This design comes from an exercise in tuning for small area on the open sky130 flow, not from production work.
In this exercise RTL edits were held to simulation tests only and were not proved equivalent to the original.
Power figures rest on the tool's default switching activity, not on a simulated workload.

`design/flow/config.mk`:
```
export PLATFORM = sky130hd
export DESIGN_NAME = branch_predictor_sa
export DESIGN_NICKNAME = branch_predictor_sa
export VERILOG_FILES = /design/flow/design.v
export SDC_FILE = /design/flow/constraint.sdc
export NUM_CORES = 4
export LEC_CHECK = 0
export CAP_MARGIN = 20
export CORE_MARGIN = 2
export CORE_UTILIZATION = 65
export CTS_BUF_LIST = sky130_fd_sc_hd__clkbuf_8
export SETUP_SLACK_MARGIN = 0.2
export SLEW_MARGIN = 20
export SYNTH_HIERARCHICAL = 1
export SYNTH_MINIMUM_KEEP_SIZE = 0
```
`design/flow/constraint.sdc`:
```
create_clock -name core_clock -period 8.0 [get_ports {clk}]
set_input_delay 1.6000 -clock core_clock [delete_from_list [all_inputs] [get_ports {clk}]]
set_output_delay 1.6000 -clock core_clock [all_outputs]
set_load 0.01 [all_outputs]
```
`design/flow/design.v`:
```
module branch_predictor_sa #(
  parameter int         SET_BITS = 3,
  parameter int         WAYS     = 4,
  parameter int         TAG_W    = 30 - SET_BITS,
  parameter logic [1:0] CNT_INIT = 2'b10
) (
  input  logic        clk,
  input  logic        RESET,
  input  logic [31:0] PC_F,
  output logic        PrPCSrc_F,
  output logic [31:0] PrALUResult_F,
  input  logic        BrValid_E,
  input  logic [31:0] PC_E,
  input  logic        PCSrc_E,
  input  logic [31:0] ALUResult_E,
  input  logic        PrPCSrc_E,
  input  logic        Flush,
  output logic [31:0] BrCount,
  output logic [31:0] MispCount
);
  localparam int SETS  = 1 << SET_BITS;
  localparam int PTR_W = (WAYS > 1) ? $clog2(WAYS) : 1;
  localparam int N     = SETS * WAYS;
  logic [N-1:0]     valid_q;
  logic [TAG_W-1:0] tag_q    [N];
  logic [31:0]      target_q [N];
  logic [1:0]       cnt_q    [N];
  logic [PTR_W-1:0] ptr_q    [SETS];
  logic [SET_BITS-1:0] f_set, e_set;
  logic [TAG_W-1:0]    f_tag, e_tag;
  logic [SETS-1:0]     f_sel, e_sel;
  logic unused_pc_bits;
  assign unused_pc_bits = ^{PC_F[1:0], PC_E[1:0]};
  assign f_set = PC_F[SET_BITS+1:2];
  assign f_tag = PC_F[31:SET_BITS+2];
  assign e_set = PC_E[SET_BITS+1:2];
  assign e_tag = PC_E[31:SET_BITS+2];
  always_comb begin
    for (int s = 0; s < SETS; s++) begin
      f_sel[s] = (f_set == SET_BITS'(s));
      e_sel[s] = (e_set == SET_BITS'(s));
    end
  end
  logic [WAYS-1:0]  f_way_msb, f_hit_vec, f_take;
  logic [N-1:0]     f_ent_sel;
  for (genvar w = 0; w < WAYS; w++) begin : g_f_way
    logic [SETS*TAG_W-1:0] tags;
    logic [SETS-1:0]       vs, msbs;
    for (genvar s = 0; s < SETS; s++) begin : g_s
      assign tags[s*TAG_W +: TAG_W] = tag_q[s*WAYS+w];
      assign vs[s]   = valid_q[s*WAYS+w];
      assign msbs[s] = cnt_q[s*WAYS+w][1];
    end
    bp_way_match #(.SETS(SETS), .TAG_W(TAG_W)) u_match (
      .sel(f_sel), .tags(tags), .vs(vs), .key(f_tag), .hit(f_hit_vec[w])
    );
    bp_sel_bit #(.SETS(SETS)) u_msb (.sel(f_sel), .d(msbs), .q(f_way_msb[w]));
  end
  assign f_take = f_hit_vec & f_way_msb;
  always_comb begin
    for (int s = 0; s < SETS; s++)
      for (int w = 0; w < WAYS; w++)
        f_ent_sel[s*WAYS+w] = f_sel[s] & f_take[w];
  end
  assign PrPCSrc_F = |f_take;
  logic [N*32-1:0] target_flat;
  for (genvar e = 0; e < N; e++) begin : g_tflat
    assign target_flat[e*32 +: 32] = target_q[e];
  end
  bp_sel_word #(.N(N)) u_target_rd (.sel(f_ent_sel), .d(target_flat), .q(PrALUResult_F));
  logic [WAYS-1:0]  e_way_v, e_hit_vec, e_victim, e_way_sel;
  logic [PTR_W-1:0] e_ptr;
  logic             e_hit, e_full;
  for (genvar w = 0; w < WAYS; w++) begin : g_e_way
    logic [SETS*TAG_W-1:0] tags;
    logic [SETS-1:0]       vs;
    for (genvar s = 0; s < SETS; s++) begin : g_s
      assign tags[s*TAG_W +: TAG_W] = tag_q[s*WAYS+w];
      assign vs[s]   = valid_q[s*WAYS+w];
    end
    bp_way_match #(.SETS(SETS), .TAG_W(TAG_W)) u_match (
      .sel(e_sel), .tags(tags), .vs(vs), .key(e_tag), .hit(e_hit_vec[w])
    );
    bp_sel_bit #(.SETS(SETS)) u_v (.sel(e_sel), .d(vs), .q(e_way_v[w]));
  end
  always_comb begin
    e_ptr = '0;
    for (int s = 0; s < SETS; s++)
      e_ptr = e_ptr | ({PTR_W{e_sel[s]}} & ptr_q[s]);
    e_hit  = |e_hit_vec;
    e_full = e_way_v[WAYS-1];
    for (int w = 0; w < WAYS; w++) begin
      if (e_full)
        e_victim[w] = (e_ptr == PTR_W'(w));
      else if (w == 0)
        e_victim[w] = !e_way_v[0];
      else
        e_victim[w] = e_way_v[w-1] & !e_way_v[w];
    end
    e_way_sel = e_hit ? e_hit_vec : e_victim;
  end
  logic train, wr_tt, alloc;
  assign train = !Flush & BrValid_E;
  assign wr_tt = train & PCSrc_E;             
  assign alloc = wr_tt & !e_hit;
  logic [1:0] cnt_new [N];
  always_comb begin
    for (int e = 0; e < N; e++) begin
      if (!e_hit)
        cnt_new[e] = CNT_INIT;
      else if (PCSrc_E)
        cnt_new[e] = (cnt_q[e] == 2'b11) ? 2'b11 : cnt_q[e] + 2'b01;
      else
        cnt_new[e] = (cnt_q[e] == 2'b00) ? 2'b00 : cnt_q[e] - 2'b01;
    end
  end
  always_ff @(posedge clk) begin
    for (int s = 0; s < SETS; s++) begin
      for (int w = 0; w < WAYS; w++) begin
        if (wr_tt & e_sel[s] & e_way_sel[w]) begin
          tag_q[s*WAYS+w]    <= e_tag;
          target_q[s*WAYS+w] <= ALUResult_E;
        end
        if (train & e_sel[s] & (e_hit ? e_hit_vec[w] : (PCSrc_E & e_victim[w])))
          cnt_q[s*WAYS+w] <= cnt_new[s*WAYS+w];
      end
    end
  end
  always_ff @(posedge clk or negedge RESET) begin
    if (!RESET) begin
      valid_q <= '0;
      for (int s = 0; s < SETS; s++) ptr_q[s] <= '0;
    end else if (Flush) begin
      valid_q <= '0;
    end else begin
      for (int s = 0; s < SETS; s++) begin
        for (int w = 0; w < WAYS; w++)
          if (alloc & e_sel[s] & e_victim[w]) valid_q[s*WAYS+w] <= 1'b1;
        if (alloc & e_sel[s] & e_full) ptr_q[s] <= ptr_q[s] + 1'b1;
      end
    end
  end
  logic [31:0] br_count_q;
  logic [31:0] misp_count_q;
  always_ff @(posedge clk or negedge RESET) begin
    if (!RESET) begin
      br_count_q   <= 32'd0;
      misp_count_q <= 32'd0;
    end else if (BrValid_E) begin
      br_count_q <= br_count_q + 32'd1;
      if (PrPCSrc_E != PCSrc_E) misp_count_q <= misp_count_q + 32'd1;
    end
  end
  assign BrCount   = br_count_q;
  assign MispCount = misp_count_q;
endmodule
module bp_sel_bit #(
  parameter int SETS = 8
) (
  input  logic [SETS-1:0] sel,
  input  logic [SETS-1:0] d,
  output logic            q
);
  assign q = |(sel & d);
endmodule
module bp_way_match #(
  parameter int SETS  = 8,
  parameter int TAG_W = 27
) (
  input  logic [SETS-1:0]  sel,
  input  logic [SETS*TAG_W-1:0] tags,
  input  logic [SETS-1:0]  vs,
  input  logic [TAG_W-1:0] key,
  output logic             hit
);
  logic [TAG_W-1:0] t;
  always_comb begin
    t = '0;
    for (int s = 0; s < SETS; s++)
      t = t | ({TAG_W{sel[s]}} & tags[s*TAG_W +: TAG_W]);
  end
  assign hit = |(sel & vs) & (t == key);
endmodule
module bp_sel_word #(
  parameter int N = 32
) (
  input  logic [N-1:0]  sel,
  input  logic [N*32-1:0] d,
  output logic [31:0]   q
);
  always_comb begin
    q = '0;
    for (int e = 0; e < N; e++)
      q = q | ({32{sel[e]}} & d[e*32 +: 32]);
  end
endmodule
```
`design/flow/run.sh`:
```
#!/bin/bash
# synth_recipe.tcl (not shown) runs the flow's synth.tcl, then flattens the netlist and writes it again
# the make line also repeats each setting of config.mk as NAME=value (left out here)
make -C /OpenROAD-flow-scripts/flow DESIGN_CONFIG=/design/flow/config.mk WORK_HOME=/design/flow/orfs CLKGATE_MAP_FILE= SYNTH_SCRIPT=/design/flow/synth_recipe.tcl finish
```
==> flow_summary.ini, run 1 <==
[place]
place.gp.congestion = 0.938
dp_slack_ns = -0.861
hpwl_um = 156000
dp_cells = 7226
placed_cell_area_mm2 = 0.0919
portBuffers = 194

[pwr]
power_leakage_nw = 32.2
ir_drop_mv = 0.200
p_per_area_mw_per_mm2 = 214
finalPower_mw = 21.1

[logic_synthesis]
synth_fp_nets = 5323
syn_area_mm2 = 0.0837
synth.ff_latch_count = 2064
avgSynthCellArea_um2 = 16.0
synth_cells = 5219
synth-edff-count = 1952
synth-main-ff-cell = edfxtp_1
ys_seq_area_frac = 0.733
async_flop_share = 0.0543
yosys_warnings = 14
synthDistinctLibCells = 56

[floorplan]
core_area_mm2 = 0.128
start_util = 0.656
die_h_um = 363
dieArea_mm2 = 0.132
num_rows = 131
ios = 199
die_width_um = 363

[cts]
cts-root-buf = clkbuf_8
clk_pin_slew_ns = 0.05
cts_max_level = 5
cts_tree = yes
cts_hold_buffers = 0
cts_buffer_depth = 4
cts.sinks = 2064
clk_latency_ns = 1.05
cts_buffers = 338

[final_layout]
final_layout_size_suffix_gt1_frac = 0.189
nets = 6076
final_cells = 7877
post-route-cell-area_mm2 = 0.0986
area_growth_pct = 17.8
post-route-util = 0.772

[critical_path]
crit_type = input port to primary output
worst_setup_path_end_kind = primary output
crit_arrival_ns = 6.11
timing.rr.start = tag_q[21][17]
critPathRequiredTime_ns = 6.40
worst-r2r-cell-count = 13
r2r_end = tag_q[13][25]
cp_max_fo = 17
rrSetupSlack_ns = 3.35
startpoint_type = input port

[global_routing]
grt_overflow = 0
grt_pass1_wl_um = 371000
antenna_found_initial = 18
grt_max_degree = 74
first_global_vias = 56000
grt_use_total = 0.392

[sta]
finalClockSkew_ns = 0.0818
worst_slack_ns = 0.288
slew_headroom = 0.205
grt_setup_unrepaired = no
whs_ns = 0.470
finalCritPeriodShare = 0.964
finalSetupTns_ns = 0
period_minus_slack_ns = 7.71
setup_viol = 0
slew_viol_final = 0
max_freq_mhz = 130
worst_pin_slew_ns = 1.19
hold_viol = 0

[hold_path]
min_from = br_count_q[31]
hold_end = br_count_q[31]
hold_depth = 1
hp-class = register to register

[outcome]
outcome = finished clean

[route]
drtIter0Drc = 9132
vias = 57200
drc_errors = 0
dr.pass1.iters = 6
routed_wl_um = 260000
wl_per_cell_um = 33.1
via_per_inst = 7.26
ant_nets = 0

[job]
maxCapViolations = 0
cells in the final DEF, fill, tap and decap left out, types with 77 or more instances in the layout:
cell type        instances
nor2_1                  95
nand2_1                 92
buf_12                 203
edfxtp_1              1952
buf_4                  323
a22oi_1               1332
xnor2_1                131
nand4_1                398
a22oi_2                 93
clkbuf_8               347
inv_1                  161
dfrtp_1                112
xor2_1                 157
a21oi_1                 82
clkdlybuf4s50_1        145
clkinv_1                77
worst max-delay path by stage:
stage / cells after the start / start / to / slack [ns]
after floorplan: 15 / PC_E[2] / tag_q[9][0] / 0.42
after global placement: 18 / PC_F[4] / PrALUResult_F[12] / -0.90
after detailed placement: 19 / PC_F[2] / PrALUResult_F[6] / -0.86
after CTS: 24 / PC_F[3] / PrALUResult_F[29] / 0.16
after global routing: 24 / PC_F[3] / PrALUResult_F[3] / 0.20
final: 22 / PC_F[2] / PrALUResult_F[26] / 0.29
cells in the mapped netlist (all sizes together) (3+ instances only):
| cell type | count | area share |
|---|---|---|
| nor2b | 4 | 0.00030 |
| and2 | 7 | 0.00055 |
| nor2 | 164 | 0.0074 |
| o22ai | 32 | 0.0024 |
| a31oi | 13 | 0.0011 |
| inv | 61 | 0.0027 |
| nand2 | 95 | 0.0043 |
| nor3 | 14 | 0.00096 |
| xnor2 | 131 | 0.014 |
| o21ai | 64 | 0.0038 |
| nand4 | 398 | 0.030 |
| o41a | 3 | 0.00040 |
| mux2i | 4 | 0.00048 |
| nand3b | 3 | 0.00027 |
| a221oi | 8 | 0.00084 |
| nor4 | 42 | 0.0043 |
| or4 | 33 | 0.0030 |
| nor3b | 3 | 0.00027 |
| edfxtp | 1952 | 0.70 |
| buf | 191 | 0.022 |
| a21oi | 82 | 0.0049 |
| clkbuf | 128 | 0.0057 |
| a22o | 8 | 0.00084 |
| nand3 | 36 | 0.0022 |
| dfrtp | 112 | 0.033 |
| xor2 | 160 | 0.017 |
| and4 | 4 | 0.00042 |
| nand2b | 3 | 0.00022 |
| and3 | 12 | 0.00090 |
| o2bb2ai | 4 | 0.00042 |
| a22oi | 1425 | 0.13 |
registers in the layout (all words and copies together) (netlist names):
register      flops
ptr_q            16
br_count_q       32
cnt_q            64
target_q       1024
valid_q          32
misp_count_q     32
tag_q           864
layout make-up:
cell class	count	area [µm²]
clock buffer	347	4780
timing repair buffer	731	8580
multi-input combinational	2776	20500
antenna	10	25.0
inverter	61	272
tap	1662	2080
fill	7430	29100
clock inverter	226	950
sequential	2064	61400
worst max-delay path, stage by stage:
cell	delay (ns)
dlygate4sd2_1	0.29
or3b_4	0.44
inv_8	0.14
buf_4	0.15
buf_6	0.22
buf_4	0.20
a22oi_2	0.08
nand4_1	0.15
xor2_1	0.11
nor4_2	0.42
nand4_1	0.30
nor4_4	0.25
nand2_2	0.17
bufbuf_16	0.33
nor2_4	0.15
buf_12	0.18
buf_12	0.16
buf_4	0.12
a22oi_1	0.08
nand4_1	0.11
or4_4	0.17
clkdlybuf4s15_1	0.26
timing repair:
item	CTS	global route
gates resized for setup	53	41
cloned	2	2
setup buffers	41	22
pin swaps	13	20
hold endpoints to repair	0	0
setup endpoints to repair	32	31
routing by layer:
| layer | vias to the layer above | share of wire | track usage |
|---|---|---|---|
| met1 | 28500 | 0.36 | 0.532 |
| met3 | 846 | 0.12 | 0.0850 |
| li1 | 23300 | - | - |
| met2 | 4468 | 0.46 | 0.600 |
| met4 | 8 | 0.052 | 0.210 |
| met5 | - | 0.00019 | 0 |
cells by family after synthesis:
family / Yosys count / share of synthesized area
xor+xnor: 291 / 0.0304
mux: 7 / 0.00102
buf+inv: 380 / 0.0302
simple gates: 827 / 0.0556
fa+ha+maj: 2 / 0.000299
flops: 2064 / 0.733
compound gates: 1648 / 0.149
report_power, final:
part	switching [mW]	internal, mW
registers	0.0461	11.9
logic	0.733	0.435
clock network	4.00	4.03
==> run 2: changes to the inputs <==
--- a/design/flow/config.mk
+++ b/design/flow/config.mk
@@ -8,6 +8,5 @@
 export CAP_MARGIN = 20
 export CORE_MARGIN = 2
-export CORE_UTILIZATION = 65
-export CTS_BUF_LIST = sky130_fd_sc_hd__clkbuf_8
+export CORE_UTILIZATION = 40
 export SETUP_SLACK_MARGIN = 0.2
 export SLEW_MARGIN = 20
==> run 2 against run 1 <==
Global-route usage down 14 points; clock skew down 0.021 ns; clock power grew about 20%; die area increased by 62%; first-iteration DRC count is 10% lower; critical path depth is 1 higher; synthesized area did not move; non-clock buffer count increased by 68; worst hold slack improved by 0.0049 ns; count of clock-buffer cells in the layout down 96; cell area is 3.6% higher; wire length up 6.4%; largest cell class unchanged.
==> flow_summary.ini, run 2 <==
[outcome]
outcome = finished clean

[cts]
cts.sinks = 2064
cts_buffer_depth = 3
cts-root-buf = clkbuf_16
cts_max_level = 4
cts_buffers = 209
clk_latency_ns = 0.88
cts_tree = yes
cts_hold_buffers = 0
clk_pin_slew_ns = 0.06

[logic_synthesis]
synth-edff-count = 1952
yosysMostFrequentCell = edfxtp_1
async_flop_share = 0.0543
synth_fp_nets = 5323
ys_top_cells_by_count = 1952 x edfxtp_1, 1336 x a22oi_1, 398 x nand4_1
yosys_warnings = 14
yosysTopAreaCell = edfxtp_1
synthDistinctLibCells = 56
ys_seq_area_frac = 0.733
synth_cells = 5219
synthTopCellsByArea = edfxtp_1 70%, a22oi_1 12%, dfrtp_1 3.3%, nand4_1 3.0%, buf_6 1.9%
synth.ff_latch_count = 2064
synth.top_cell.area_share = 0.700
avgSynthCellArea_um2 = 16.0
syn_area_mm2 = 0.0837
synth-main-ff-cell = edfxtp_1

[route]
ant_nets = 0
via_per_inst = 6.32
dr.pass1.iters = 6
wl_met3_um = 28700
wl_per_cell_um = 31.2
wl_met2_um = 130000
drtIter0Drc = 8196
vias = 56100
routed_wl_um = 277000
wl_met1_um = 107000
drc_errors = 0
topRoutingLayerUsed = met5

[critical_path]
crit_type = input port to primary output
crit_arrival_ns = 6.14
worst_setup_path_end_kind = primary output
cp_max_fo = 17
crit_start = PC_F[2]
timing.rr.start = tag_q[1][20]
rrSetupSlack_ns = 3.79
startpoint_type = input port
critPathRequiredTime_ns = 6.40

[hold_path]
min_from = misp_count_q[31]
hp-class = register to register

[final_layout]
reg_top3 = target_q (1024), tag_q (864), cnt_q (64)
area_growth_pct = 22.0
final_layout_size_suffix_gt1_frac = 0.191
post-route-cell-area_mm2 = 0.102
nets = 6016
nFillCells = 17300
layout_commonest_cell = edfxtp_1
most-common-layout-cells = 1952 x edfxtp_1, 1335 x a22oi_1, 398 x nand4_1
largest_reg_flops = 1024
largest_register = target_q

[floorplan]
die_h_um = 462
die_width_um = 462
ios = 199
dieArea_mm2 = 0.213
start_util = 0.403
core_area_mm2 = 0.208
num_rows = 167

[place]
placed_cell_area_mm2 = 0.0943
place.gp.congestion = 0.887
portBuffers = 194
hpwl_um = 167000

[sta]
finalClockSkew_ns = 0.0608
period_minus_slack_ns = 7.74
hold_viol = 0
slew_headroom = 0.228
worst_pin_slew_ns = 1.15
grt_setup_unrepaired = yes
setup_viol = 0
slew_viol_final = 0
max_freq_mhz = 129
finalCritPeriodShare = 0.967

[pwr]
clkPwrFrac = 0.425
cellInternalPower_mw = 17.7
p_switching_mw = 5.01
finalPower_mw = 22.8
power_leakage_nw = 32.7
seqPwrFrac = 0.524
ir_drop_mv = 0.238
p_per_area_mw_per_mm2 = 223
switching_share = 0.220
combinationalPowerShare = 0.052

[global_routing]
grt_pass1_wl_um = 392000
grt_use_total = 0.254
antenna_found_initial = 25
grt_max_degree = 80
grt_overflow = 0
first_global_vias = 54600

[job]
maxCapViolations = 0
[run 2: changes by cell type in the layout (fill, tap and decap cells not counted), moves of 21 or more]
cell	previous run	this run
clkbuf_16	2	210
buf_4	323	346
clkinv_1	77	54
inv_1	161	53
buf_12	203	235
clkbuf_8	347	3
bufinv_16	1	22
clkbuf_1	0	39
[run 2: worst max-delay path: stages]
cell	delay, ns
clkbuf_2	0.12
buf_4	0.13
nand3b_1	0.16
bufinv_16	0.22
buf_16	0.18
buf_4	0.18
a22oi_1	0.20
nand4_1	0.17
xor2_1	0.18
nor4_2	0.38
nand3_1	0.15
buf_6	0.17
nor4_4	0.29
nand2_2	0.09
buf_4	0.16
bufbuf_16	0.27
nor2_4	0.15
buf_12	0.20
a22oi_1	0.12
nand4_1	0.14
or4_4	0.16
buf_12	0.10
clkdlybuf4s50_1	0.53
[run 2: timing repair]
| item | 4_1_cts | 5_1_grt |
|---|---|---|
| pin swaps | 24 | 18 |
| gates resized for setup | 63 | 43 |
| endpoints found under the setup margin | 32 | 30 |
| hold endpoints to repair | 0 | 0 |
| setup buffers | 32 | 24 |
| cloned | 10 | 1 |
[run 2: worst paths after layout]
path	endpoint	depth (start not counted)
worst max-delay path	PrALUResult_F[26]	23
worst min-delay path	misp_count_q[31]	1
worst max register to register	target_q[23][29]	13
max in group asynchronous	valid_q[22]	2
min in group asynchronous	br_count_q[8]	1
worst min register to register	misp_count_q[31]	1
[run 2: routing by layer]
metal	vias to the layer above	GRT usage
met2	3534	0.408
met4	10	0.0971
li1	23200	-
met5	-	0
met1	28700	0.340
met3	660	0.0532
[run 2: cell type report]
| type | count | area, µm² | area share |
|---|---|---|---|
| antenna | 10 | 25.0 | 0.000245 |
| clock buffer | 251 | 5420 | 0.0530 |
| clock inverter | 126 | 1310 | 0.0128 |
| inverter | 61 | 352 | 0.00344 |
| multi-input combinational | 2775 | 20500 | 0.201 |
| sequential | 2064 | 61400 | 0.601 |
| tap | 2788 | 3490 | 0.0341 |
| timing repair buffer | 799 | 9630 | 0.0943 |
| timing repair inverter | 2 | 15.0 | 0.000147 |
[run 2: cells by family after synthesis]
family | Yosys count | share of synthesized area
flip-flops | 2064 | 0.733
AO/OA/AOI/OAI | 1648 | 0.149
AND/OR/NAND/NOR | 827 | 0.0556
buffers and inverters | 380 | 0.0302
XOR/XNOR | 291 | 0.0304
multiplexers | 7 | 0.00102
adder cells (fa/ha/maj) | 2 | 0.000299
[run 2: stage by stage]
step | setup slack [ns] | cells | utilization | hold WS [ns] | TNS (ns)
3_5_place_dp | -0.288 | 8421 | 0.454 | 0.469 | -6.66
3_3_place_gp | -0.294 | 8421 | 0.454 | 0.460 | -6.19
6_report | 0.261 | 8876 | 0.492 | 0.474 | 0
2_1_floorplan | 0.419 | 5219 | - | 0.437 | 0
5_1_grt | 0.0890 | 8871 | 0.492 | 0.491 | 0
4_1_cts | 0.132 | 8840 | 0.491 | 0.478 | 0
[run 2: power by group through the flow]
stage	Combinational (mW)	Clock, mW	Sequential (mW)
after floorplan	0.534	0	12.1
after global placement	1.11	0	12.1
final	1.17	9.67	11.9
after detailed placement	1.13	0	12.1
after CTS	1.16	9.76	11.9
after global routing	1.25	10.2	11.9

separate check: timing with driven ports:
In the flow no input, the clock included, has a driving cell. The finished layouts below were timed again as built, in two steps.
Step 1 (the two cells are an assumption about what drives the block):
set clk [get_ports {clk}]
set_driving_cell -lib_cell sky130_fd_sc_hd__clkbuf_16 $clk
set_driving_cell -lib_cell sky130_fd_sc_hd__buf_2 [delete_from_list [all_inputs] $clk]
Step 2, shift: input delay + t, output delay - t, t = (earliest + latest rising clock arrival at the registers) / 2. This alone moves slack from input paths to output paths.
Three values: ideal ports, drivers, drivers and shift; two values: the first two.
run	t (ns)	slack for setup (ns)	worst setup path at the end	latest minus earliest clock arrival (ns)	cell pins on the clock port's net
run 1	1.087	0.288 / 0.158 / 0.136	input to register	0.081 / 0.082	1
run 2	0.935	0.261 / 0.111 / 0.111	input to output	0.061 / 0.061	1
After both steps setup and hold are still met in every run listed. The setup slack of run 1, which loses most, moves by -0.130 ns with the drivers and by -0.152 ns with both steps.
